From an optimization exercise on the open Yosys and OpenROAD flow, aimed at small area and a short achievable clock period; shortcuts taken in it are not production practice.
In this exercise RTL edits were held to simulation tests only and were not proved equivalent to the original.
Power and IR drop assume default switching activity.

<file path="flow/config.mk">
export PLATFORM = sky130hd
export DESIGN_NAME = alu_imm_dq_mw
export DESIGN_NICKNAME = alu_imm_dq_mw
export VERILOG_FILES = /design/flow/design.v
export SDC_FILE = /design/flow/constraint.sdc
export NUM_CORES = 4
export LEC_CHECK = 0
export CAP_MARGIN = 20
export CORE_MARGIN = 2
export CORE_UTILIZATION = 60
export SETUP_SLACK_MARGIN = 3.8
export SLEW_MARGIN = 20
</file>
<file path="flow/standard.sh">
#!/bin/bash
# synth_recipe.tcl (not shown) runs the flow's synth.tcl, then flattens the netlist and writes it again
# the make line also repeats each setting of config.mk as NAME=value (left out here)
make -C /OpenROAD-flow-scripts/flow DESIGN_CONFIG=/design/flow/config.mk WORK_HOME=/design/flow/orfs CLKGATE_MAP_FILE= SYNTH_SCRIPT=/design/flow/synth_recipe.tcl "${@:-finish}"
</file>
<file path="flow/design.v">
package alu_imm_dq_mw_pkg;
  localparam int LOG_PR_COUNT = 7;
  localparam int LOG_PRF_BANK_COUNT = 2;
  localparam int PRF_BANK_COUNT = 1 << LOG_PRF_BANK_COUNT;
  localparam int LOG_ROB_ENTRIES = 7;
  localparam int UPPER_W = LOG_PR_COUNT - LOG_PRF_BANK_COUNT;
  localparam int E_ROB = 0;
  localparam int E_DEST = E_ROB + LOG_ROB_ENTRIES;
  localparam int E_ZERO = E_DEST + LOG_PR_COUNT;
  localparam int E_RDY = E_ZERO + 1;
  localparam int E_APR = E_RDY + 1;
  localparam int E_IMM = E_APR + LOG_PR_COUNT;
  localparam int E_OP = E_IMM + 12;
  localparam int ENTRY_W = E_OP + 4;
endpackage
import alu_imm_dq_mw_pkg::*;
module rob_age_cmp
(
  input  logic [LOG_ROB_ENTRIES-1:0] idx,
  input  logic [LOG_ROB_ENTRIES-1:0] ref_idx,
  input  logic [LOG_ROB_ENTRIES-1:0] head,
  output logic younger_eq
);
  function automatic logic less(input logic [LOG_ROB_ENTRIES-1:0] a, input logic [LOG_ROB_ENTRIES-1:0] b);
    less = 1'b0;
    for (int i = 0; i < LOG_ROB_ENTRIES; i++) less = b[i] ? (~a[i] | less) : (~a[i] & less);
  endfunction
  logic ge_ref, lt_head, ref_wraps;
  assign ge_ref = ~less(idx, ref_idx);
  assign lt_head = less(idx, head);
  assign ref_wraps = ~less(ref_idx, head);
  assign younger_eq = ref_wraps ? (ge_ref | lt_head) : (ge_ref & lt_head);
endmodule
import alu_imm_dq_mw_pkg::*;
module alu_imm_dq_mw
#(
  parameter int ENTRIES = 8,
  parameter int DISPATCH_WAYS = 4,
  parameter int LAUNCH_WAYS = 2,
  parameter int OCC_W = $clog2(ENTRIES + 1)
) (
  input logic CLK,
  input logic RST,
  input  logic [DISPATCH_WAYS-1:0] dispatch_attempt_by_way,
  input  logic [DISPATCH_WAYS-1:0] dispatch_valid_by_way,
  input  logic [DISPATCH_WAYS*4-1:0] dispatch_op_by_way,
  input  logic [DISPATCH_WAYS*12-1:0] dispatch_imm12_by_way,
  input  logic [DISPATCH_WAYS*LOG_PR_COUNT-1:0] dispatch_A_PR_by_way,
  input  logic [DISPATCH_WAYS-1:0] dispatch_A_ready_by_way,
  input  logic [DISPATCH_WAYS-1:0] dispatch_A_is_zero_by_way,
  input  logic [DISPATCH_WAYS*LOG_PR_COUNT-1:0] dispatch_dest_PR_by_way,
  input  logic [DISPATCH_WAYS*LOG_ROB_ENTRIES-1:0] dispatch_ROB_index_by_way,
  output logic [DISPATCH_WAYS-1:0] dispatch_ack_by_way,
  input  logic [PRF_BANK_COUNT-1:0] WB_bus_valid_by_bank,
  input  logic [PRF_BANK_COUNT*UPPER_W-1:0] WB_bus_upper_PR_by_bank,
  input  logic kill_valid,
  input  logic [LOG_ROB_ENTRIES-1:0] kill_ROB_index,
  input  logic [LOG_ROB_ENTRIES-1:0] rob_head_index,
  output logic [LAUNCH_WAYS-1:0] iq_enq_valid,
  output logic [LAUNCH_WAYS*4-1:0] iq_enq_op,
  output logic [LAUNCH_WAYS*12-1:0] iq_enq_imm12,
  output logic [LAUNCH_WAYS*LOG_PR_COUNT-1:0] iq_enq_A_PR,
  output logic [LAUNCH_WAYS-1:0] iq_enq_A_ready,
  output logic [LAUNCH_WAYS-1:0] iq_enq_A_is_zero,
  output logic [LAUNCH_WAYS*LOG_PR_COUNT-1:0] iq_enq_dest_PR,
  output logic [LAUNCH_WAYS*LOG_ROB_ENTRIES-1:0] iq_enq_ROB_index,
  input  logic [LAUNCH_WAYS-1:0] iq_enq_ready,
  output logic [OCC_W-1:0] occupancy
);
  localparam int NB = 4;   
  logic [ENTRIES-1:0][ENTRY_W-1:0] ent_q;
  logic [ENTRIES-1:0] therm_q, therm_n, yrot, launched;
  logic [ENTRIES-1:0] rdy_q, vs_q, vs_n, hd_q, hd_n, younger, we, rdy_cur, hd1, tl, therm;
  logic [DISPATCH_WAYS-1:0][ENTRY_W-1:0] disp;
  logic [DISPATCH_WAYS-1:0] disp_wake, room, ack, wr;
  logic [DISPATCH_WAYS-1:0][DISPATCH_WAYS-1:0] rank;   
  logic [DISPATCH_WAYS:0] nw_gt;                       
  logic [NB-1:0][DISPATCH_WAYS-1:0] bsel;              
  logic [NB-1:0] tl4;
  logic [NB-1:0][ENTRY_W-1:0] bus;
  logic [OCC_W-1:0] occ;
  logic [LAUNCH_WAYS-1:0] launch;
  logic go, full;
  assign go = ~RST & ~kill_valid;
  function automatic logic pr_match(input logic [LOG_PR_COUNT-1:0] p,
                                    input logic [PRF_BANK_COUNT-1:0] v,
                                    input logic [PRF_BANK_COUNT*UPPER_W-1:0] u);
    pr_match = v[p[1:0]] && u[p[1:0]*UPPER_W +: UPPER_W] == p[LOG_PR_COUNT-1:2];
  endfunction
  assign full = &vs_q;
  for (genvar i = 0; i < ENTRIES; i++) begin : g_ent
    rob_age_cmp u_age (
      .idx(ent_q[i][E_ROB +: LOG_ROB_ENTRIES]),
      .ref_idx(kill_ROB_index),
      .head(rob_head_index),
      .younger_eq(younger[i])
    );
    assign rdy_cur[i] = rdy_q[i] | pr_match(ent_q[i][E_APR +: LOG_PR_COUNT], WB_bus_valid_by_bank, WB_bus_upper_PR_by_bank);
    assign hd1[i] = hd_q[(i + ENTRIES - 1) % ENTRIES];
    assign tl[i] = (~vs_q[i] & vs_q[(i + ENTRIES - 1) % ENTRIES]) | (hd_q[i] & (~vs_q[i] | full));
    always_comb begin
      yrot[i] = 1'b0;
      for (int j = 0; j < ENTRIES; j++) yrot[i] |= hd_q[j] & younger[(j + i) % ENTRIES];
    end
  end
  for (genvar b = 0; b < NB; b++) begin : g_tl4
    assign tl4[b] = tl[b] | tl[b + NB];
  end
  for (genvar w = 0; w < DISPATCH_WAYS; w++) begin : g_disp
    assign disp_wake[w] = pr_match(dispatch_A_PR_by_way[w*LOG_PR_COUNT +: LOG_PR_COUNT], WB_bus_valid_by_bank, WB_bus_upper_PR_by_bank);
    always_comb begin
      disp[w] = '0;
      disp[w][E_OP +: 4] = dispatch_op_by_way[w*4 +: 4];
      disp[w][E_IMM +: 12] = dispatch_imm12_by_way[w*12 +: 12];
      disp[w][E_APR +: LOG_PR_COUNT] = dispatch_A_PR_by_way[w*LOG_PR_COUNT +: LOG_PR_COUNT];
      disp[w][E_RDY] = dispatch_A_ready_by_way[w] | disp_wake[w];
      disp[w][E_ZERO] = dispatch_A_is_zero_by_way[w];
      disp[w][E_DEST +: LOG_PR_COUNT] = dispatch_dest_PR_by_way[w*LOG_PR_COUNT +: LOG_PR_COUNT];
      disp[w][E_ROB +: LOG_ROB_ENTRIES] = dispatch_ROB_index_by_way[w*LOG_ROB_ENTRIES +: LOG_ROB_ENTRIES];
    end
  end
  assign therm = therm_q;
  assign occ[3] = therm[7];
  assign occ[2] = therm[3] & ~therm[7];
  assign occ[1] = (therm[1] & ~therm[3]) | (therm[5] & ~therm[7]);
  assign occ[0] = (therm[0] & ~therm[1]) | (therm[2] & ~therm[3]) | (therm[4] & ~therm[5]) | (therm[6] & ~therm[7]);
  always_comb begin
    logic [DISPATCH_WAYS:0] att_before, wr_before;   
    launch[0] = ~kill_valid & therm[0] & iq_enq_ready[0];
    launch[1] = launch[0] & therm[1] & iq_enq_ready[1];
    att_before = 5'b00001;
    wr_before = 5'b00001;
    for (int w = 0; w < DISPATCH_WAYS; w++) begin
      room[w] = 1'b0;
      for (int n = 0; n <= w; n++) room[w] |= att_before[n] & ~therm[ENTRIES - 1 - n];
      room[w] &= dispatch_attempt_by_way[w];
      ack[w] = room[w] & go;
      wr[w] = room[w] & dispatch_valid_by_way[w];
      rank[w] = wr[w] ? wr_before[DISPATCH_WAYS-1:0] : '0;
      if (dispatch_attempt_by_way[w]) att_before = att_before << 1;
      if (wr[w]) wr_before = wr_before << 1;
    end
    nw_gt = '0;
    for (int r = 0; r <= DISPATCH_WAYS; r++)
      for (int n = r + 1; n <= DISPATCH_WAYS; n++) nw_gt[r] |= wr_before[n];
    for (int b = 0; b < NB; b++)
      for (int w = 0; w < DISPATCH_WAYS; w++) begin
        bsel[b][w] = 1'b0;
        for (int r = 0; r < DISPATCH_WAYS; r++) bsel[b][w] |= rank[w][r] & tl4[(b - r + NB) % NB];
      end
    for (int b = 0; b < NB; b++) begin
      bus[b] = '0;
      for (int w = 0; w < DISPATCH_WAYS; w++) bus[b] |= {ENTRY_W{bsel[b][w]}} & disp[w];
    end
    for (int j = 0; j < ENTRIES; j++) begin
      we[j] = 1'b0;
      for (int r = 0; r < DISPATCH_WAYS; r++) we[j] |= nw_gt[r] & tl[(j - r + ENTRIES) % ENTRIES];
    end
    if (RST) vs_n = '0;
    else if (kill_valid) vs_n = vs_q & ~younger;
    else vs_n = (vs_q & ~(hd_q & {ENTRIES{launch[0]}}) & ~(hd1 & {ENTRIES{launch[1]}})) | we;
    for (int i = 0; i < ENTRIES; i++)
      launched[i] = launch[1] ? (i + 2 < ENTRIES && therm_q[(i + 2) % ENTRIES]) :
                    launch[0] ? (i + 1 < ENTRIES && therm_q[(i + 1) % ENTRIES]) : therm_q[i];
    for (int i = 0; i < ENTRIES; i++) begin
      therm_n[i] = 1'b0;
      for (int n = 0; n <= DISPATCH_WAYS; n++)
        if (wr_before[n]) therm_n[i] = i < n || launched[(i - n + ENTRIES) % ENTRIES];
    end
    if (RST) therm_n = '0;
    else if (kill_valid) therm_n = therm_q & ~yrot;
    if (RST) hd_n = ENTRIES'(1);
    else if (launch[1]) hd_n = {hd_q[ENTRIES-3:0], hd_q[ENTRIES-1:ENTRIES-2]};
    else if (launch[0]) hd_n = {hd_q[ENTRIES-2:0], hd_q[ENTRIES-1]};
    else hd_n = hd_q;
  end
  always_ff @(posedge CLK) begin
    vs_q <= vs_n;
    hd_q <= hd_n;
    therm_q <= therm_n;
    for (int j = 0; j < ENTRIES; j++) begin
      if (~vs_q[j]) ent_q[j] <= bus[j % NB];
      rdy_q[j] <= ~vs_q[j] ? bus[j % NB][E_RDY] : rdy_cur[j];
    end
  end
  logic [LAUNCH_WAYS-1:0][ENTRY_W-1:0] rd;
  logic [LAUNCH_WAYS-1:0] rd_rdy;
  always_comb begin
    rd = '0;
    rd_rdy = '0;
    for (int j = 0; j < ENTRIES; j++) begin
      rd[0] |= {ENTRY_W{hd_q[j]}} & ent_q[j];
      rd[1] |= {ENTRY_W{hd1[j]}} & ent_q[j];
      rd_rdy[0] |= hd_q[j] & rdy_q[j];
      rd_rdy[1] |= hd1[j] & rdy_q[j];
    end
  end
  assign dispatch_ack_by_way = ack;
  assign iq_enq_valid = launch & {LAUNCH_WAYS{~RST}};
  assign occupancy = occ;
  for (genvar k = 0; k < LAUNCH_WAYS; k++) begin : g_out
    assign iq_enq_op[k*4 +: 4] = rd[k][E_OP +: 4];
    assign iq_enq_imm12[k*12 +: 12] = rd[k][E_IMM +: 12];
    assign iq_enq_A_PR[k*LOG_PR_COUNT +: LOG_PR_COUNT] = rd[k][E_APR +: LOG_PR_COUNT];
    always_comb begin
      iq_enq_A_ready[k] = rd_rdy[k];
      for (int b = 0; b < PRF_BANK_COUNT; b++)
        iq_enq_A_ready[k] |= (rd[k][E_APR +: LOG_PRF_BANK_COUNT] == LOG_PRF_BANK_COUNT'(b)) & WB_bus_valid_by_bank[b] &
                             (WB_bus_upper_PR_by_bank[b*UPPER_W +: UPPER_W] == rd[k][E_APR + LOG_PRF_BANK_COUNT +: UPPER_W]);
    end
    assign iq_enq_A_is_zero[k] = rd[k][E_ZERO];
    assign iq_enq_dest_PR[k*LOG_PR_COUNT +: LOG_PR_COUNT] = rd[k][E_DEST +: LOG_PR_COUNT];
    assign iq_enq_ROB_index[k*LOG_ROB_ENTRIES +: LOG_ROB_ENTRIES] = rd[k][E_ROB +: LOG_ROB_ENTRIES];
  end
endmodule
</file>
<file path="flow/constraint.sdc">
create_clock -name core_clock -period 8.0 [get_ports {CLK}]
set_input_delay 1.6000 -clock core_clock [delete_from_list [all_inputs] [get_ports {CLK}]]
set_output_delay 1.6000 -clock core_clock [all_outputs]
set_load 0.01 [all_outputs]
</file>
<file path="flow/flow/run.sh">
#!/bin/bash
# Own layout flow: the standard ORFS flow (standard.sh) with two changes:
#  - the port buffers are buf_1 cells instead of the resizer's default pick;
#  - clock tree synthesis uses clkbuf_8/16 with larger sink clusters and no dummy loads.
# Every other step, including synthesis, is the standard flow.
set -euo pipefail
bash standard.sh \
  "BUFFER_PORTS_ARGS=-buffer_cell sky130_fd_sc_hd__buf_1" \
  "CTS_ARGS=-sink_clustering_enable -repair_clock_nets -dont_use_dummy_load -sink_clustering_size 25 -sink_clustering_max_diameter 80 -buf_list {sky130_fd_sc_hd__clkbuf_8 sky130_fd_sc_hd__clkbuf_16}" \
  finish > standard.log 2>&1
</file>
==> flow_summary.ini, run 1 <==
[sta]
fin_skew_ns = 0.0620
period_minus_slack_ns = 4.41
fin_crit_sh = 0.551
layout_setup_ws_ns = 3.59
drv_slew = 0
finalSetupViolCount = 0
holdWs_ns = 0.563
slew_headroom = 0.300
fmax_ghz = 0.227
tns_ns = 0
hold_viol = 0
tightest_slew_ns = 1.04
rsz0062_at_grt = yes

[yosys]
ys_warn_count = 2
yosys.area.top_type = edfxtp_1
synth_fa_ha_area_frac = 0.0145
syn_nets = 2551
ys_top_cells_by_area = edfxtp_1 39%, a22oi_1 11%, mux4_2 7.0%
synth.distinct_cells = 78
syn_area_um2 = 23200
synth_top_area_frac = 0.394
synth-compound-area-share = 0.266
synth_edf_count = 304
ys.flop_type = edfxtp_1
async_flop_share = 0
netlist_top_cells_count = 420 x nand2_1, 333 x a22oi_1, 304 x edfxtp_1, 161 x clkbuf_1, 157 x a222oi_1
synthXorXnorAreaFrac = 0.0382
yosysMostFrequentCell = nand2_1
synth_area_per_cell_um2 = 9.91
post_synth_and_or_nand_nor_area_fraction = 0.138
synth_cells = 2339
synth_seq_cells = 336
synthMuxAreaShare = 0.0713
synth_seq_area_share = 0.422
synth_top_family_by_area = compound AO/OA/AOI/OAI gates

[run]
maxCapViolCount = 0

[drt]
viasPerCell = 7.99
wl_per_cell_um = 32.1
drt_pass1_iterations = 14
drtIter0Drc = 4885
post-route-drc-count = 0
wl_um = 96500
drtAntennaViolNets = 0
vias = 24000

[grt]
antenna_found_initial = 11
grt_pass1_wl_um = 139000
grtUsageTotal = 0.452
grt_overflow = 0
grt_pass1_vias = 22600
grt_max_degree = 78

[power_and_ir_drop]
power.density_nw_per_um2 = 200
p_leak_nw = 9.04
ir_drop_mv = 0.198
power_mw = 5.17

[place]
placed_area_um2 = 24400
placed_cells = 2942
place_ws_ns = 2.71
io_buffers = 294
hpwlAfterDp_um = 58400
gp_congestion = 1.01

[worst_setup_path]
crit_chain = buf_16, a22oi_1, nand4_1, nor4bb_2, a211oi_2, nand4_1, buf_2
worst-endpoint-required_ns = 6.40
cp-start-kind = flop
max_stage_delay_ns = 0.47
path_delay_family = simple AND/OR/NAND/NOR gates
crit_path_frequent_cell = nand4_1
crit_path_top_delay_cell = dfxtp_4
cp_max_fo = 39
path_class = flop to primary output
cp-end-kind = primary output
arrival_ns = 2.81
critical_path_buf_inv_count = 2

[floorplan]
num_rows = 71
die_w_um = 201
die_height_um = 201
core_um2 = 37800
io_pins = 295
initial_core_util = 0.612
die-area_um2 = 40200

[layout]
design_area_um2 = 25800
fin_util = 0.683
area_growth_pct = 11.4
multi_input_area_um2 = 12700
fill_cells = 2982
final_layout_size_suffix_gt1_frac = 0.118
final_cells = 3008
regArea_um2 = 9800
nets = 2707

[clock_tree]
ctsHoldBuffers = 0
cts_max_level = 1
clk_path_buf_depth = 3
numCtsBuffers = 19
cts_num_sinks = 336
root_buffer = clkbuf_16
cts_tree = built
cts.clk_slew.worst_paths_ns = 0.10
clk_latency_ns = 0.54

[status]
status = complete, no violations

[min_path]
hold_class = flop to flop
-- worst paths after layout --
check,slack (ns),startpoint,endpoint,cells past startpoint
min reg2reg,0.56,vs_q[5],rdy_q[5],1
max reg2reg,4.02,hd_q[6],ent_q[131],8
max,3.59,hd_q[2],iq_enq_A_ready[0],7
min,0.56,vs_q[5],rdy_q[5],1
-- layout by cell type (no fill, tap or decap), types with 7 or more instances in the layout --
cell type	instances
o21ai_1	7
buf_12	9
edfxtp_1	304
buf_2	8
dfxtp_1	24
nand2_1	416
o22ai_1	18
a21oi_1	48
xnor2_1	31
clkbuf_16	21
nand3_1	20
nor4_1	13
o21a_1	12
o211ai_1	9
nor3_1	21
mux4_2	72
inv_1	49
o221ai_1	17
buf_6	11
a31oi_1	29
a22o_1	13
xor2_1	58
a221oi_1	11
nor2b_1	23
buf_4	72
a22oi_1	332
nor2_1	49
nand4_1	92
o21ai_0	42
nand2b_1	32
dfxtp_4	8
a222oi_1	157
buf_1	261
maj3_1	24
inv_2	14
-- state kept, by name (all words and copies together), names as in the netlist --
signal   count
ent_q      304
hd_q         8
rdy_q        8
therm_q      8
vs_q         8
-- cells by family after synthesis --
family / count (synthesis)
AO/OA/AOI/OAI: 790
XOR/XNOR: 101
AND/OR/NAND/NOR: 706
adder cells (fa/ha/maj): 32
multiplexers: 75
buffers and inverters: 299
flip-flops: 336
-- where the power goes --
part	switching, mW	internal [mW]
registers	0.317	2.27
logic	1.00	0.607
clock network	0.542	0.425
-- metal layers --
| layer | global-route usage | wire, um | up-vias |
|---|---|---|---|
| li1 | - | - | 9756 |
| met1 | 0.573 | 31100 | 11300 |
| met2 | 0.703 | 42800 | 2401 |
| met3 | 0.127 | 15700 | 567 |
| met4 | 0.254 | 6870 | 14 |
| met5 | 0 | 82 | - |
-- repair_timing --
action | 4_1_cts | 5_1_grt
setup endpoints to repair | 50 | 323
pin swaps | 23 | 26
setup buffers | 20 | 21
cloned | 1 | 1
resized for setup | 85 | 79
-- final cells by class --
cell class	count	area share
Inverter	64	0.00930
Tap cell	511	0.0248
Sequential cell	336	0.379
Multi-Input combinational cell	1705	0.491
Antenna cell	4	0.000388
Clock buffer	19	0.0184
Timing Repair Buffer	369	0.0766
==> run 2: changes to the inputs <==
--- a/flow/design.v
+++ b/flow/design.v
@@ -74,7 +74,7 @@
   logic [DISPATCH_WAYS-1:0][ENTRY_W-1:0] disp;
   logic [DISPATCH_WAYS-1:0] disp_wake, room, ack, wr;
   logic [DISPATCH_WAYS-1:0][DISPATCH_WAYS-1:0] rank;   
-  logic [DISPATCH_WAYS:0] nw_gt;                       
+  logic [DISPATCH_WAYS:0] nw_gt, wr_cnt;
   logic [NB-1:0][DISPATCH_WAYS-1:0] bsel;              
   logic [NB-1:0] tl4;
   logic [NB-1:0][ENTRY_W-1:0] bus;
@@ -124,25 +124,32 @@
   assign occ[2] = therm[3] & ~therm[7];
   assign occ[1] = (therm[1] & ~therm[3]) | (therm[5] & ~therm[7]);
   assign occ[0] = (therm[0] & ~therm[1]) | (therm[2] & ~therm[3]) | (therm[4] & ~therm[5]) | (therm[6] & ~therm[7]);
+  function automatic logic at_least(input logic [DISPATCH_WAYS-1:0] v, input int n);
+    logic [DISPATCH_WAYS:0] ge;   
+    ge = '0;
+    ge[0] = 1'b1;
+    for (int i = 0; i < DISPATCH_WAYS; i++)
+      for (int m = DISPATCH_WAYS; m >= 1; m--) ge[m] = ge[m] | (ge[m-1] & v[i]);
+    at_least = n <= DISPATCH_WAYS ? ge[n] : 1'b0;
+  endfunction
   always_comb begin
-    logic [DISPATCH_WAYS:0] att_before, wr_before;   
+    logic [DISPATCH_WAYS-1:0] att_m, wr_m;   
     launch[0] = ~kill_valid & therm[0] & iq_enq_ready[0];
     launch[1] = launch[0] & therm[1] & iq_enq_ready[1];
-    att_before = 5'b00001;
-    wr_before = 5'b00001;
     for (int w = 0; w < DISPATCH_WAYS; w++) begin
-      room[w] = 1'b0;
-      for (int n = 0; n <= w; n++) room[w] |= att_before[n] & ~therm[ENTRIES - 1 - n];
-      room[w] &= dispatch_attempt_by_way[w];
+      att_m = dispatch_attempt_by_way & DISPATCH_WAYS'((1 << w) - 1);
+      room[w] = dispatch_attempt_by_way[w];
+      for (int n = 0; n <= w; n++) room[w] &= ~at_least(att_m, n) | ~therm[ENTRIES - 1 - n];
       ack[w] = room[w] & go;
       wr[w] = room[w] & dispatch_valid_by_way[w];
-      rank[w] = wr[w] ? wr_before[DISPATCH_WAYS-1:0] : '0;
-      if (dispatch_attempt_by_way[w]) att_before = att_before << 1;
-      if (wr[w]) wr_before = wr_before << 1;
-    end
-    nw_gt = '0;
-    for (int r = 0; r <= DISPATCH_WAYS; r++)
-      for (int n = r + 1; n <= DISPATCH_WAYS; n++) nw_gt[r] |= wr_before[n];
+    end
+    for (int w = 0; w < DISPATCH_WAYS; w++) begin
+      wr_m = wr & DISPATCH_WAYS'((1 << w) - 1);
+      for (int r = 0; r < DISPATCH_WAYS; r++)
+        rank[w][r] = wr[w] & at_least(wr_m, r) & ~at_least(wr_m, r + 1);
+    end
+    for (int r = 0; r <= DISPATCH_WAYS; r++) nw_gt[r] = at_least(wr, r + 1);
+    for (int n = 0; n <= DISPATCH_WAYS; n++) wr_cnt[n] = at_least(wr, n) & ~at_least(wr, n + 1);
     for (int b = 0; b < NB; b++)
       for (int w = 0; w < DISPATCH_WAYS; w++) begin
         bsel[b][w] = 1'b0;
@@ -165,7 +172,7 @@
     for (int i = 0; i < ENTRIES; i++) begin
       therm_n[i] = 1'b0;
       for (int n = 0; n <= DISPATCH_WAYS; n++)
-        if (wr_before[n]) therm_n[i] = i < n || launched[(i - n + ENTRIES) % ENTRIES];
+        if (wr_cnt[n]) therm_n[i] = i < n || launched[(i - n + ENTRIES) % ENTRIES];
     end
     if (RST) therm_n = '0;
     else if (kill_valid) therm_n = therm_q & ~yrot;
--- a/flow/config.mk
+++ b/flow/config.mk
@@ -7,6 +7,6 @@
 export LEC_CHECK = 0
 export CAP_MARGIN = 20
 export CORE_MARGIN = 2
-export CORE_UTILIZATION = 60
+export CORE_UTILIZATION = 65
 export SETUP_SLACK_MARGIN = 3.8
 export SLEW_MARGIN = 20
==> run 2 against run 1 <==
  * Still clean on timing, DRC and antenna
  * Combinational power is essentially flat
  * Register-to-register slack is essentially flat
  * Core utilization grew 5.4 points
  * Sequential power shrank 2%
  * Largest cell class unchanged
  * Largest power group unchanged
  * Highest routed layer unchanged
==> flow_summary.ini, run 2 <==
[status]
status = complete, no violations

[min_path]
hold_depth = 2
hold_class = flop to flop

[worst_setup_path]
worst-endpoint-required_ns = 6.40
cp_max_fo = 9
path_class = flop to primary output
cp-start-kind = flop
rr_worst_depth = 10
cp-end-kind = primary output
arrival_ns = 2.78

[layout]
final_cells = 2969
fill_cells = 2502
largest_reg_flops = 304
multi_input_area_um2 = 12800
mostFrequentLayoutCell = nand2_1
final_layout_size_suffix_gt1_frac = 0.127
design_area_um2 = 26100
area_growth_pct = 11.7
nets = 2708
fin_util = 0.736
largest-register = ent_q
regArea_um2 = 9800
final_cell_mix = 399 x nand2_1, 320 x a22oi_1, 304 x edfxtp_1

[grt]
grt_max_degree = 66
grt_pass1_vias = 23400
grt_overflow = 0
grt_pass1_wl_um = 143000
antenna_found_initial = 15
grtUsageTotal = 0.500

[sta]
rsz0062_at_grt = yes
tightest_slew_ns = 1.01
tns_ns = 0
drv_slew = 0
period_minus_slack_ns = 4.38
slew_headroom = 0.326
fin_skew_ns = 0.0855
fmax_ghz = 0.229
fin_crit_sh = 0.547
finalSetupViolCount = 0
hold_viol = 0

[clock_tree]
cts_tree = built
numCtsBuffers = 21
clk_path_buf_depth = 3
root_buffer = clkbuf_16
ctsHoldBuffers = 0
clk_latency_ns = 0.58
cts_max_level = 1
cts.clk_slew.worst_paths_ns = 0.09
cts_num_sinks = 336

[floorplan]
core_um2 = 35500
die_height_um = 194
io_pins = 295
initial_core_util = 0.659
die-area_um2 = 37500
num_rows = 69
die_w_um = 194

[yosys]
synth_seq_area_share = 0.418
synth_top_area_frac = 0.390
synth_area_per_cell_um2 = 9.99
ys_warn_count = 2
yosysMostFrequentCell = nand2_1
ys.flop_type = edfxtp_1
ys_top_cells_by_area = edfxtp_1 39%, a22oi_1 10%, mux4_2 6.9%
syn_nets = 2548
synth_seq_cells = 336
synth.distinct_cells = 87
yosys.area.top_type = edfxtp_1
syn_area_um2 = 23400
synth_cells = 2341
netlist_top_cells_count = 399 x nand2_1, 326 x a22oi_1, 304 x edfxtp_1, 172 x clkbuf_1, 159 x a222oi_1
synth_edf_count = 304
async_flop_share = 0

[power_and_ir_drop]
p_leak_nw = 9.33
power.density_nw_per_um2 = 198
power_mw = 5.17
ir_drop_mv = 0.201

[place]
gp_congestion = 1.05
placed_cells = 2889
io_buffers = 294
hpwlAfterDp_um = 57600
placed_area_um2 = 24500

[drt]
post-route-drc-count = 0
viasPerCell = 8.41
wl_per_cell_um = 33.5
drtIter0Drc = 5458
wl_um = 99300
vias = 25000
drtAntennaViolNets = 0
drt_pass1_iterations = 14

[run]
maxCapViolCount = 0
## run 2: what timing repair did
action	CTS	global route
gates cloned	2	2
resized for setup	63	68
setup buffers	26	20
pin swaps	19	22
endpoints found under the setup margin	108	255
## run 2: kinds of logic (layout without fill, tap and decap cells)
family / Yosys count / in the layout / share of synthesized area
buffers and inverters: 305 / 463 / 0.0519
multiplexers: 79 / 79 / 0.0723
XOR/XNOR: 101 / 101 / 0.0378
adder cells (fa/ha/maj): 32 / 32 / 0.0143
other: 0 / 9 / 0
AND/OR/NAND/NOR: 697 / 697 / 0.137
flip-flops: 336 / 336 / 0.418
AO/OA/AOI/OAI: 791 / 791 / 0.269
## run 2: stage by stage
stage                     hold slack (ns)  setup WS [ns]
after floorplan                     0.492           3.80
after detailed placement            0.543           3.15
final                               0.574           3.62
after global placement              0.541           3.24
after CTS                           0.555           3.69
after global routing                0.603           3.61
## run 2: where the power goes
part | leakage (nW) | switching, mW | total [mW] | internal, mW
clock network | 0.259 | 0.567 | 1.03 | 0.466
logic | 5.22 | 0.981 | 1.59 | 0.608
registers | 3.86 | 0.307 | 2.55 | 2.24
## run 2: path summary, 6_finish.rpt
kind | startpoint | end | slack [ns]
setup / recovery | hd_q[6] | iq_enq_A_ready[0] | 3.62
hold / removal | rdy_q[0] | rdy_q[0] | 0.57
setup reg to reg | hd_q[6] | ent_q[213] | 4.01
hold reg to reg | rdy_q[0] | rdy_q[0] | 0.57
## run 2: final cells by class
cell class                      count  share of cell area
Sequential cell                   336               0.375
Antenna cell                        9            0.000862
Multi-Input combinational cell   1700               0.489
Inverter                           61             0.00910
Tap cell                          461              0.0221
Clock buffer                       21              0.0201
Timing Repair Buffer              381              0.0842
## run 2: metal layers
layer | up-vias | wire length, um | GRT usage
li1 | 9834 | - | -
met1 | 11500 | 30000 | 0.627
met2 | 2903 | 42000 | 0.740
met3 | 704 | 19100 | 0.179
met4 | 18 | 8090 | 0.312
met5 | - | 162 | 0
## run 2: worst max-delay path, stage by stage (launching register included)
cell and delay (ns):
dfxtp_4 0.44, buf_16 0.19, a22oi_2 0.16, nand4_1 0.25, buf_4 0.24, xnor2_2 0.13
nand4_1 0.12, or4_4 0.53, nand3_2 0.08, buf_6 0.11
==> run 3: changes to the inputs <==
--- a/flow/design.v
+++ b/flow/design.v
@@ -69,12 +69,11 @@
 );
   localparam int NB = 4;   
   logic [ENTRIES-1:0][ENTRY_W-1:0] ent_q;
-  logic [ENTRIES-1:0] therm_q, therm_n, yrot, launched;
   logic [ENTRIES-1:0] rdy_q, vs_q, vs_n, hd_q, hd_n, younger, we, rdy_cur, hd1, tl, therm;
   logic [DISPATCH_WAYS-1:0][ENTRY_W-1:0] disp;
   logic [DISPATCH_WAYS-1:0] disp_wake, room, ack, wr;
   logic [DISPATCH_WAYS-1:0][DISPATCH_WAYS-1:0] rank;   
-  logic [DISPATCH_WAYS:0] nw_gt, wr_cnt;
+  logic [DISPATCH_WAYS:0] nw_gt;
   logic [NB-1:0][DISPATCH_WAYS-1:0] bsel;              
   logic [NB-1:0] tl4;
   logic [NB-1:0][ENTRY_W-1:0] bus;
@@ -99,8 +98,8 @@
     assign hd1[i] = hd_q[(i + ENTRIES - 1) % ENTRIES];
     assign tl[i] = (~vs_q[i] & vs_q[(i + ENTRIES - 1) % ENTRIES]) | (hd_q[i] & (~vs_q[i] | full));
     always_comb begin
-      yrot[i] = 1'b0;
-      for (int j = 0; j < ENTRIES; j++) yrot[i] |= hd_q[j] & younger[(j + i) % ENTRIES];
+      therm[i] = 1'b0;
+      for (int j = 0; j < ENTRIES; j++) therm[i] |= hd_q[j] & vs_q[(j + i) % ENTRIES];
     end
   end
   for (genvar b = 0; b < NB; b++) begin : g_tl4
@@ -119,7 +118,6 @@
       disp[w][E_ROB +: LOG_ROB_ENTRIES] = dispatch_ROB_index_by_way[w*LOG_ROB_ENTRIES +: LOG_ROB_ENTRIES];
     end
   end
-  assign therm = therm_q;
   assign occ[3] = therm[7];
   assign occ[2] = therm[3] & ~therm[7];
   assign occ[1] = (therm[1] & ~therm[3]) | (therm[5] & ~therm[7]);
@@ -149,7 +147,6 @@
         rank[w][r] = wr[w] & at_least(wr_m, r) & ~at_least(wr_m, r + 1);
     end
     for (int r = 0; r <= DISPATCH_WAYS; r++) nw_gt[r] = at_least(wr, r + 1);
-    for (int n = 0; n <= DISPATCH_WAYS; n++) wr_cnt[n] = at_least(wr, n) & ~at_least(wr, n + 1);
     for (int b = 0; b < NB; b++)
       for (int w = 0; w < DISPATCH_WAYS; w++) begin
         bsel[b][w] = 1'b0;
@@ -166,16 +163,6 @@
     if (RST) vs_n = '0;
     else if (kill_valid) vs_n = vs_q & ~younger;
     else vs_n = (vs_q & ~(hd_q & {ENTRIES{launch[0]}}) & ~(hd1 & {ENTRIES{launch[1]}})) | we;
-    for (int i = 0; i < ENTRIES; i++)
-      launched[i] = launch[1] ? (i + 2 < ENTRIES && therm_q[(i + 2) % ENTRIES]) :
-                    launch[0] ? (i + 1 < ENTRIES && therm_q[(i + 1) % ENTRIES]) : therm_q[i];
-    for (int i = 0; i < ENTRIES; i++) begin
-      therm_n[i] = 1'b0;
-      for (int n = 0; n <= DISPATCH_WAYS; n++)
-        if (wr_cnt[n]) therm_n[i] = i < n || launched[(i - n + ENTRIES) % ENTRIES];
-    end
-    if (RST) therm_n = '0;
-    else if (kill_valid) therm_n = therm_q & ~yrot;
     if (RST) hd_n = ENTRIES'(1);
     else if (launch[1]) hd_n = {hd_q[ENTRIES-3:0], hd_q[ENTRIES-1:ENTRIES-2]};
     else if (launch[0]) hd_n = {hd_q[ENTRIES-2:0], hd_q[ENTRIES-1]};
@@ -184,7 +171,6 @@
   always_ff @(posedge CLK) begin
     vs_q <= vs_n;
     hd_q <= hd_n;
-    therm_q <= therm_n;
     for (int j = 0; j < ENTRIES; j++) begin
       if (~vs_q[j]) ent_q[j] <= bus[j % NB];
       rdy_q[j] <= ~vs_q[j] ? bus[j % NB][E_RDY] : rdy_cur[j];
==> run 3 against run 2 <==
  * First-iteration DRC count down 32%
  * Synthesized cell count fell by 9.7%
  * Cell count down 8.1%
  * Highest routed layer unchanged
  * Largest cell class unchanged
  * Synthesized area fell by 1.4%
  * Still clean on timing, DRC and antenna
  * Combinational power shrank 9%
  * Critical endpoint unchanged
==> flow_summary.ini, run 3 <==
[status]
status = complete, no violations

[sta]
drv_slew = 0
tns_ns = 0
tightest_slew_ns = 0.821
rsz0062_at_grt = no
fin_skew_ns = 0.0488
fmax_ghz = 0.237
slew_headroom = 0.448
fin_crit_sh = 0.526
finalSetupViolCount = 0
hold_viol = 0
period_minus_slack_ns = 4.21

[clock_tree]
cts_max_level = 1
clk_path_buf_depth = 3
cts_num_sinks = 328
root_buffer = clkbuf_16
cts_tree = built
ctsHoldBuffers = 0
cts.clk_slew.worst_paths_ns = 0.07
numCtsBuffers = 19
clk_latency_ns = 0.55

[place]
placed_cells = 2657
io_buffers = 294
placed_area_um2 = 24100
hpwlAfterDp_um = 54100
gp_congestion = 1.04

[floorplan]
core_um2 = 34700
die_height_um = 192
num_rows = 68
initial_core_util = 0.664
die-area_um2 = 37000
die_w_um = 192
io_pins = 295

[yosys]
ys_top_cells_by_area = edfxtp_1 40%, a22oi_1 11%, mux4_2 6.8%
ys.flop_type = edfxtp_1
yosys.area.top_type = edfxtp_1
syn_area_um2 = 23000
synth_edf_count = 304
synth_seq_cells = 328
synth.distinct_cells = 82
synth_cells = 2115
async_flop_share = 0
synth_seq_area_share = 0.417
ys_warn_count = 2
netlist_top_cells_count = 345 x a22oi_1, 304 x edfxtp_1, 163 x a22o_1, 156 x a221o_1, 143 x clkbuf_1
synth_area_per_cell_um2 = 10.9
synth_top_area_frac = 0.396
yosysMostFrequentCell = a22oi_1
syn_nets = 2322

[worst_setup_path]
worst-endpoint-required_ns = 6.40
cp_max_fo = 14
regToRegStartpoint = hd_q[0]
r2r-end = ent_q[84]
r2r_slack_ns = 4.09
path_class = input pin to primary output
arrival_ns = 2.61
cp-end-kind = primary output
rr_worst_depth = 10
cp-start-kind = input pin

[layout]
regArea_um2 = 9650
design_area_um2 = 25600
multi_input_area_um2 = 12500
final_cells = 2729
nets = 2476
fill_cells = 2437
final_layout_size_suffix_gt1_frac = 0.128
area_growth_pct = 10.9
largest-register = ent_q
largest_reg_flops = 304
final_cell_mix = 343 x a22oi_1, 304 x edfxtp_1, 264 x buf_1
mostFrequentLayoutCell = a22oi_1

[drt]
wl_per_cell_um = 34.0
drtAntennaViolNets = 0
vias = 23100
drtIter0Drc = 3736
wl_um = 92900
viasPerCell = 8.47
post-route-drc-count = 0
drt_pass1_iterations = 8

[grt]
grt_pass1_wl_um = 131000
grt_max_degree = 68
grt_overflow = 0
grtUsageTotal = 0.481
grt_pass1_vias = 21600
antenna_found_initial = 8

[min_path]
hold_depth = 2
min_to = rdy_q[2]
hold_class = flop to flop
hp-start = rdy_q[2]

[run]
maxCapViolCount = 0

[power_and_ir_drop]
power.density_nw_per_um2 = 191
p_leak_nw = 8.82
ir_drop_mv = 0.182
power_mw = 4.89
[run 3: changes by cell type in the layout (fill, tap and decap cells not counted), moves of 11 or more]
cell	before	now
o22ai_1	24	10
a22oi_1	320	343
a211oi_1	16	2
a222oi_1	159	0
nand2b_1	28	39
nand2_1	399	64
a221o_1	11	156
a31oi_1	23	12
a22o_1	6	163
dfxtp_1	24	8
[run 3: worst max-delay path, stage by stage]
cell      delay (ns)
buf_4           0.17
xnor2_1         0.18
nand4_1         0.14
nor4_2          0.21
a311oi_1        0.08
nand2_1         0.10
buf_2           0.13
[run 3: cell type report]
class | count | area share
multi-input cells | 1501 | 0.490
inverters | 47 | 0.00690
flip-flops and latches | 328 | 0.378
diodes | 7 | 0.000685
clock buffers | 19 | 0.0186
well taps | 455 | 0.0223
repair buffers | 372 | 0.0837
[run 3: cells by family (layout without fill, tap and decap cells)]
group                      count (synthesis)  count (layout)  share of synthesized area
AOI/OAI and AO/OA                        916             916                      0.319
and+or+nand+nor                          385             386                     0.0919
adders and majority gates                 23              23                    0.00999
xor gates and xnor gates                  99              99                     0.0376
muxes                                     77              77                     0.0715
buffers and inverters                    287             438                     0.0527
DFF                                      328             328                      0.417
other                                      0               7                          0
[run 3: routing by layer]
metal	routed length (um)	global-route usage	vias up
li1	-	-	9220
met2	40800	0.744	2405
met5	43	0	-
met1	29100	0.589	10900
met4	7140	0.288	6
met3	15800	0.159	625
[run 3: power by group]
group	leakage, nW	switching [mW]	internal [mW]
Sequential	3.77	0.296	2.20
Clock	0.234	0.520	0.424
Combinational	4.81	0.860	0.587
[run 3: timing repair]
item	4_1_cts	5_1_grt
resized for setup	77	59
pin swaps	17	17
cloned	5	1
setup endpoints to repair	317	20
buffers inserted	14	26
[run 3: stage by stage]
step            util  hold WS (ns)  setup slack (ns)
2_1_floorplan      -         0.495              3.83
3_3_place_gp   0.694         0.539              3.35
6_report       0.736         0.564              3.79
4_1_cts        0.723         0.562              3.73
3_5_place_dp   0.694         0.547              3.32
5_1_grt        0.736         0.632              3.76
[run 3: how the worst max path moves through the flow]
stage                                     startpoint                      to  slack, ns  depth (start not counted)
after floorplan                           kill_valid         iq_enq_valid[1]       3.83                          4
after global placement                           RST  dispatch_ack_by_way[1]       3.35                          4
after detailed placement                         RST  dispatch_ack_by_way[1]       3.32                          4
after CTS                 WB_bus_upper_PR_by_bank[3]       iq_enq_A_ready[1]       3.73                          6
after global routing      WB_bus_upper_PR_by_bank[6]       iq_enq_A_ready[0]       3.76                          7
final                     WB_bus_upper_PR_by_bank[6]       iq_enq_A_ready[0]       3.79                          7
==> run 4: changes to the inputs <==
--- a/flow/config.mk
+++ b/flow/config.mk
@@ -7,6 +7,6 @@
 export LEC_CHECK = 0
 export CAP_MARGIN = 20
 export CORE_MARGIN = 2
-export CORE_UTILIZATION = 65
+export CORE_UTILIZATION = 45
 export SETUP_SLACK_MARGIN = 3.8
 export SLEW_MARGIN = 20
==> run 4 against run 3 <==
  * Combinational power about the same
  * Clock-buffer cell count increased by 1
  * Synthesized area stayed put
  * Critical path type unchanged
  * Highest routed layer unchanged
==> flow_summary.ini, run 4 <==
[status]
status = complete, no violations

[layout]
nets = 2471
final_layout_size_suffix_gt1_frac = 0.119
design_area_um2 = 25500
area_growth_pct = 10.8
final_cells = 2943
largest_reg_flops = 304
mostFrequentLayoutCell = a22oi_1
final_cell_mix = 345 x a22oi_1, 304 x edfxtp_1, 268 x buf_1
largest-register = ent_q

[floorplan]
core_um2 = 50400
die_height_um = 230
die_w_um = 230
initial_core_util = 0.458
num_rows = 82
die-area_um2 = 53000
io_pins = 295

[run]
maxCapViolCount = 0

[worst_setup_path]
cp-start-kind = input pin
max_stage_delay_ns = 0.37
cp-end-kind = primary output
arrival_ns = 2.70
crit_path_top_delay_cell = nor4_2
path_class = input pin to primary output
cp_max_fo = 14
crit_chain = buf_4, xor2_1, nor4_2, nand3_1, nand4_1, buf_2
worst-endpoint-required_ns = 6.40

[power_and_ir_drop]
ir_drop_mv = 0.137
p_switching_mw = 1.71
seq_power_share = 0.506
p_leak_nw = 8.69
p_int_mw = 3.22
power.density_nw_per_um2 = 193
sw_frac_of_total = 0.346
clockPowerShare = 0.201
p_comb_frac = 0.293
power_mw = 4.93

[sta]
finalSetupViolCount = 0
tns_ns = 0
rsz0062_at_grt = yes
slew_headroom = 0.417
tightest_slew_ns = 0.874
fin_skew_ns = 0.0417
drv_slew = 0
fin_crit_sh = 0.538
fmax_ghz = 0.232
hold_viol = 0
period_minus_slack_ns = 4.30

[grt]
grtUsageTotal = 0.353
grt_pass1_vias = 21200
met1_usage = 0.457
antenna_found_initial = 15
grt_pass1_wl_um = 140000
grt-busiest-layer = met2
use_met3 = 0.0972
grt_max_degree = 66
use_met2 = 0.555
grt_overflow = 0

[place]
gp_congestion = 0.967
placed_area_um2 = 24400
io_buffers = 294
placed_cells = 2878
hpwlAfterDp_um = 58200

[yosys]
ys_warn_count = 2
synth_area_per_cell_um2 = 10.9
synth.distinct_cells = 82
syn_area_um2 = 23000
synth_cells = 2115
synth_top_area_frac = 0.396
synth_edf_count = 304
yosys.area.top_type = edfxtp_1
ys.flop_type = edfxtp_1
syn_nets = 2322
synth_seq_cells = 328
ys_top_cells_by_area = edfxtp_1 40%, a22oi_1 11%, mux4_2 6.8%
synth_seq_area_share = 0.417
netlist_top_cells_count = 345 x a22oi_1, 304 x edfxtp_1, 163 x a22o_1, 156 x a221o_1, 143 x clkbuf_1
yosysMostFrequentCell = a22oi_1
async_flop_share = 0

[clock_tree]
cts_num_sinks = 328
cts_max_level = 1
numCtsBuffers = 20
root_buffer = clkbuf_16
clk_path_buf_depth = 3
cts.clk_slew.worst_paths_ns = 0.07
ctsHoldBuffers = 0
cts_tree = built
clk_latency_ns = 0.56

[drt]
post-route-drc-count = 0
drtAntennaViolNets = 0
vias = 22500
wl_per_cell_um = 33.4
drt_pass1_iterations = 8
wl_um = 98200
viasPerCell = 7.66
drtIter0Drc = 3556

[min_path]
hold_class = flop to flop
-- run 4: worst paths after layout --
kind,from,cells past startpoint,slack (ns),to
hold / removal,rdy_q[6],2,0.57,rdy_q[6]
setup reg to reg,vs_q[0],9,3.94,ent_q[142]
setup / recovery,WB_bus_upper_PR_by_bank[19],6,3.70,iq_enq_A_ready[1]
hold reg to reg,rdy_q[6],2,0.57,rdy_q[6]
-- run 4: timing repair --
action                     CTS  global route
buffers inserted            19            14
setup endpoints to repair   73           140
gates cloned                 2             1
resized for setup           45            41
pin swaps                   18            18
-- run 4: area by class of cell --
type                            instances  area (um^2)
Timing Repair Buffer                  366         1870
Antenna cell                            9         22.5
Multi-Input combinational cell       1501        12500
Inverter                               47          176
Sequential cell                       328         9650
Fill cell                            4523        24800
Tap cell                              672          841
Clock buffer                           20          500
-- run 4: critical path, delay by kind of cell --
kind	cells	cell delay, ns
AND/OR/NAND/NOR	3	0.59
XOR/XNOR	1	0.19
buffers and inverters	2	0.31
-- run 4: cells by family (layout without fill, tap and decap cells) --
kind of cell | count (synthesis) | after routing | share of synthesized area
AO/OA/AOI/OAI | 916 | 916 | 0.319
AND/OR/NAND/NOR | 385 | 386 | 0.0919
flip-flops | 328 | 328 | 0.417
buffers and inverters | 287 | 433 | 0.0527
XOR/XNOR | 99 | 99 | 0.0376
multiplexers | 77 | 77 | 0.0715
adder cells (fa/ha/maj) | 23 | 23 | 0.00999
other | 0 | 9 | 0
-- run 4: per-stage QoR --
step	hold WS (ns)	setup WS, ns	utilization
2_1_floorplan	0.495	3.83	-
3_3_place_gp	0.547	3.37	0.485
3_5_place_dp	0.548	3.31	0.485
4_1_cts	0.566	3.72	0.501
5_1_grt	0.617	3.59	0.507
6_report	0.565	3.70	0.507
-- run 4: layer usage --
layer	wire length, um	up-vias
met3	13100	380
met5	115	-
met4	5040	18
li1	-	9193
met2	44300	1863
met1	35700	11100
-- run 4: power groups by stage --
stage                     Combinational, mW  Clock (mW)  Sequential (mW)
after floorplan                       0.924           0             2.36
after global placement                 1.32           0             2.51
after detailed placement               1.34           0             2.51
after CTS                              1.37       0.999             2.48
after global routing                   1.52        1.06             2.52
final                                  1.44       0.992             2.49

## separate check: timing with driven ports
Ports are ideal in the flow. The routed layouts listed here were re-timed in OpenROAD.
Step 1 (the two cells are an assumption about what drives the block):
set clk [get_ports {CLK}]
set_driving_cell -lib_cell sky130_fd_sc_hd__clkbuf_16 $clk
set_driving_cell -lib_cell sky130_fd_sc_hd__buf_2 [delete_from_list [all_inputs] $clk]
Step 2 moves the port delays by t, midway between the first and last clock arrival at a register: inputs arrive t later, outputs are due t later. That takes back most of the time a late clock gives input paths.
a / b / c = no drivers / after step 1 / after step 2; a / b = the first two.
run	shift t [ns]	setup slack, ns	latest minus earliest clock arrival (ns)
run 1	0.563	3.592 / 3.537 / 3.349	0.062 / 0.062
run 2	0.592	3.624 / 3.564 / 3.265	0.085 / 0.086
run 3	0.573	3.789 / 3.757 / 3.376	0.065 / 0.065
run 4	0.595	3.699 / 3.657 / 3.494	0.042 / 0.041
After both steps setup and hold are still met in every run listed. The setup slack of run 3, which loses most, moves by -0.032 ns with the drivers and by -0.413 ns with both steps.
